This design comes from an exercise in tuning for small area, a short achievable clock period and few clock cycles per item on the open sky130 flow, not from production work. RTL that was checked went through simulation tests only; none was proved equivalent to the original. Power and IR drop assume default switching activity.

== oak ==
// gaussian_pyramid_core
module gaussian_pyramid_core
#(
  parameter int BIT_DEPTH = 8,
  parameter int TOP_WIDTH = 64,
  parameter int TOP_HEIGHT = 64,
  parameter int READ_LATENCY = 2,
  localparam int A1 = $clog2(TOP_WIDTH * TOP_HEIGHT),
  localparam int A2 = $clog2((TOP_WIDTH >> 1) * (TOP_HEIGHT >> 1)),
  localparam int A3 = $clog2((TOP_WIDTH >> 2) * (TOP_HEIGHT >> 2))
) (
  input  logic                 clk_in,
  input  logic                 rst_in,
  input  logic                 start_in,
  output logic [A1-1:0]        ext_read_addr,
  output logic                 ext_read_addr_valid,
  input  logic [BIT_DEPTH-1:0] ext_pixel_in,
  output logic [A1-1:0]        O1L1_write_addr, O1L2_write_addr, O1L3_write_addr,
  output logic                 O1L1_write_valid, O1L2_write_valid, O1L3_write_valid,
  output logic [BIT_DEPTH-1:0] O1L1_pixel_out, O1L2_pixel_out, O1L3_pixel_out,
  output logic [A2-1:0]        O2L1_write_addr, O2L2_write_addr, O2L3_write_addr,
  output logic                 O2L1_write_valid, O2L2_write_valid, O2L3_write_valid,
  output logic [BIT_DEPTH-1:0] O2L1_pixel_out, O2L2_pixel_out, O2L3_pixel_out,
  output logic [A3-1:0]        O3L1_write_addr, O3L2_write_addr, O3L3_write_addr,
  output logic                 O3L1_write_valid, O3L2_write_valid, O3L3_write_valid,
  output logic [BIT_DEPTH-1:0] O3L1_pixel_out, O3L2_pixel_out, O3L3_pixel_out,
  output logic                 pyramid_done
);
For scale: about 5800 cells after synthesis, roughly 4100 flip-flops, about 200 I/O pins, roughly 96000 sq um of cells after synthesis.
==> flow/config.mk <==
export PLATFORM = sky130hd
export DESIGN_NAME = gaussian_pyramid_core
export DESIGN_NICKNAME = gaussian_pyramid_core
export VERILOG_FILES = /design/flow/design.v
export SDC_FILE = /design/flow/constraint.sdc
export NUM_CORES = 4
export LEC_CHECK = 0
export CAP_MARGIN = 20
export CORE_MARGIN = 2
export CORE_UTILIZATION = 55
export SLEW_MARGIN = 20
==> flow/constraint.sdc <==
create_clock -name core_clock -period 10.0 [get_ports {clk_in}]
set_input_delay 2.0000 -clock core_clock [delete_from_list [all_inputs] [get_ports {clk_in}]]
set_output_delay 2.0000 -clock core_clock [all_outputs]
set_load 0.01 [all_outputs]
standard.sh (not shown) runs the stock make flow with config.mk's settings and CLKGATE_MAP_FILE= SYNTH_SCRIPT=/design/flow/synth_recipe.tcl, a recipe that flattens the netlist after the stock synthesis.
==> flow/flow/run.sh <==
#!/bin/bash
# Standard layout with buf_4 port buffers, timing repair aiming at 6.5 ns of setup slack
# (a 3.5 ns period) while the constraints stay at the design's 10 ns clock, and larger
# clock-tree sink clusters.
export BUFFER_PORTS_ARGS="-buffer_cell sky130_fd_sc_hd__buf_4"
export SETUP_SLACK_MARGIN=6.5
export CTS_ARGS="-sink_clustering_enable -repair_clock_nets -sink_clustering_size 27 -sink_clustering_max_diameter 90 -dont_use_dummy_load"
bash standard.sh > standard.log 2>&1
oak went all the way through the flow, and no timing, DRC or antenna check failed.
Testbench counts of oak, summed over its fixed seeds: cycles 138,016, frames 32.
For pine, these inputs were changed with respect to oak:
--- a/flow/config.mk
+++ b/flow/config.mk
@@ -8,4 +8,4 @@
 export CAP_MARGIN = 20
 export CORE_MARGIN = 2
-export CORE_UTILIZATION = 55
+export CORE_UTILIZATION = 40
 export SLEW_MARGIN = 20
--- outcome ---
- pine supports a higher top clock frequency than oak.
- When pine is set beside oak, its worst setup slack after layout turns out to be 0.061 ns larger.
- Final period demand of the worst path (pine over oak): decrease, 0.061 ns
## Diff of input files: birch against pine
--- a/flow/flow/run.sh
+++ b/flow/flow/run.sh
@@ -5,4 +5,4 @@
 export BUFFER_PORTS_ARGS="-buffer_cell sky130_fd_sc_hd__buf_4"
 export SETUP_SLACK_MARGIN=6.5
-export CTS_ARGS="-sink_clustering_enable -repair_clock_nets -sink_clustering_size 27 -sink_clustering_max_diameter 90 -dont_use_dummy_load"
+export CTS_ARGS="-sink_clustering_enable -repair_clock_nets -sink_clustering_size 27 -sink_clustering_max_diameter 90 -dont_use_dummy_load -buf_list {sky130_fd_sc_hd__clkbuf_8 sky130_fd_sc_hd__clkbuf_16}"
 bash standard.sh > standard.log 2>&1
--- outcome ---
- The worst path buffer plus inverter count was comparable across birch and pine.
- Comparing birch against pine, there is no change at all in synthesized-area fraction occupied by xor and xnor cells.
- | setup slack | birch vs pine | ≈ equal |
- TritonCTS buffer count: birch vs pine identical
- Power: birch vs pine identical
- birch -> pine: met3 wire length delta 0, exact match
- On flip-flop and latch count, birch and pine are neck and neck.
- Chip height essentially unchanged between pine and birch.
- As far as sequential share of cell area goes, birch and pine are indistinguishable; the numbers are identical.

========
Another version of the RTL of gaussian_pyramid_core (not shown whole).
Size in the first run: about 5,600 cells after synthesis, about 4,100 flip-flops, ~200 I/O pins, ~96,000 um^2 of cells after synthesis.
Settings: LEC_CHECK=0, CAP_MARGIN=20, CORE_MARGIN=2, CORE_UTILIZATION=40, SLEW_MARGIN=20; clock period 10.0 ns.
==> flow/flow/run.sh <==
#!/bin/bash
# Standard layout with buf_4 port buffers, timing repair aiming at 6.5 ns of setup slack
# (a 3.5 ns period) while the constraints stay at the design's 10 ns clock, and larger
# clock-tree sink clusters.
export BUFFER_PORTS_ARGS="-buffer_cell sky130_fd_sc_hd__buf_4"
export SETUP_SLACK_MARGIN=6.5
export CTS_ARGS="-sink_clustering_enable -repair_clock_nets -sink_buffer_max_cap_derate 0.05 -dont_use_dummy_load"
bash standard.sh > standard.log 2>&1
The starting point finished clean.
Edit:
==> flow/flow/run.sh (replaced) <==
#!/bin/bash
# Standard layout with buf_4 port buffers, and timing repair aiming at 6.5 ns of setup slack
# (a 3.5 ns period) while the constraints stay at the design's 10 ns clock.
export BUFFER_PORTS_ARGS="-buffer_cell sky130_fd_sc_hd__buf_4"
export SETUP_SLACK_MARGIN=6.5
bash standard.sh > standard.log 2>&1
--- a/flow/config.mk
+++ b/flow/config.mk
@@ -9,3 +9,3 @@
 export CORE_MARGIN = 2
-export CORE_UTILIZATION = 40
+export CORE_UTILIZATION = 60
 export SLEW_MARGIN = 20
Core utilization rose by 24 points.
Clock-buffer cell count rose by 151.
Register-to-register slack is worse by 120 ps.
Routed wire length rose slightly.
Setup slack is better by 100 ps.
Clock power rose by about a fifth.
Via count is about the same.
Edit:
--- a/flow/config.mk
+++ b/flow/config.mk
@@ -7,5 +7,6 @@
 export LEC_CHECK = 0
+export ABC_CLOCK_PERIOD_IN_PS = 3000
 export CAP_MARGIN = 20
 export CORE_MARGIN = 2
-export CORE_UTILIZATION = 60
+export CORE_UTILIZATION = 40
 export SLEW_MARGIN = 20
Synthesized cell count is unchanged.
Worst setup slack is better by 93 ps.
Clock skew rose by 37 ps.
Count of clock-buffer cells in the layout rose by 2.
Final area rose by 1.8%.
Register-to-register slack is better by 60 ps.
Die area rose by 49%.
Edit:
==> flow/flow/run.sh (replaced) <==
#!/bin/bash
# Standard layout with buf_4 port buffers, timing repair aiming at 6.5 ns of setup slack
# (a 3.5 ns period) while the constraints stay at the design's 10 ns clock, and larger
# clock-tree sink clusters.
export BUFFER_PORTS_ARGS="-buffer_cell sky130_fd_sc_hd__buf_4"
export SETUP_SLACK_MARGIN=6.5
export CTS_ARGS="-sink_clustering_enable -repair_clock_nets -sink_buffer_max_cap_derate 0.05"
bash standard.sh > standard.log 2>&1
--- a/flow/config.mk
+++ b/flow/config.mk
@@ -7,3 +7,2 @@
 export LEC_CHECK = 0
-export ABC_CLOCK_PERIOD_IN_PS = 3000
 export CAP_MARGIN = 20
After rerunning:
- clock skew increases by 56 ps
- cell count barely changes
- design area stays flat
Edit:
==> flow/flow/run.sh (replaced) <==
#!/bin/bash
# Standard layout with buf_4 port buffers, and timing repair aiming at 6.5 ns of setup slack
# (a 3.5 ns period) while the constraints stay at the design's 10 ns clock.
export BUFFER_PORTS_ARGS="-buffer_cell sky130_fd_sc_hd__buf_4"
export SETUP_SLACK_MARGIN=6.5
bash standard.sh > standard.log 2>&1
After rerunning:
- wire length stays flat
- final cell count stays flat
- clock power rises by about 3%
- worst setup slack gets better by 240 ps
- die area stays the same
No run of this note included a check of the RTL's function; only the layout flow was run.

## separate check: timing with driven ports
The results above use ideal ports. As a check the final layouts listed here were re-extracted and re-timed, cells and wires unchanged. Step 1 sets driving cells, clkbuf_16 on the clock port and buf_2 on the other inputs (assumed; they add their load-dependent delay and slew). Step 2 times the ports against the registers' clock, not the clock port: input delays grow and output delays shrink by t, the midpoint of the rising clock arrivals with the driver on. Slacks: ideal ports / drivers / drivers and shift; pairs: ideal ports / drivers.
run | shift t [ns] | setup slack, ns | hold WS [ns] | worst setup path at the end | latest minus earliest clock arrival (ns)
oak | 0.868 | 6.548 / 6.465 / 6.478 | 0.272 / 0.272 / 0.272 | input to register | 0.077 / 0.076
pine | 0.845 | 6.609 / 6.527 / 6.492 | 0.284 / 0.284 / 0.284 | input to register | 0.126 / 0.126
birch | 0.845 | 6.609 / 6.527 / 6.492 | 0.284 / 0.284 / 0.284 | input to register | 0.126 / 0.126
the first run of note 2 | 1.203 | 6.268 / 6.189 / 6.660 | 0.189 / 0.189 / 0.189 | register to register | 0.178 / 0.177
the second run of note 2 | 0.965 | 6.368 / 6.294 / 6.537 | 0.294 / 0.294 / 0.294 | register to register | 0.068 / 0.069
the third run of note 2 | 0.984 | 6.461 / 6.379 / 6.602 | 0.258 / 0.258 / 0.258 | register to register | 0.108 / 0.108
the fourth run of note 2 | 1.215 | 6.219 / 6.141 / 6.674 | 0.204 / 0.204 / 0.204 | register to register | 0.168 / 0.168
the fifth run of note 2 | 0.984 | 6.461 / 6.379 / 6.602 | 0.258 / 0.258 / 0.258 | register to register | 0.108 / 0.108
After both steps setup and hold are still met in every run listed.
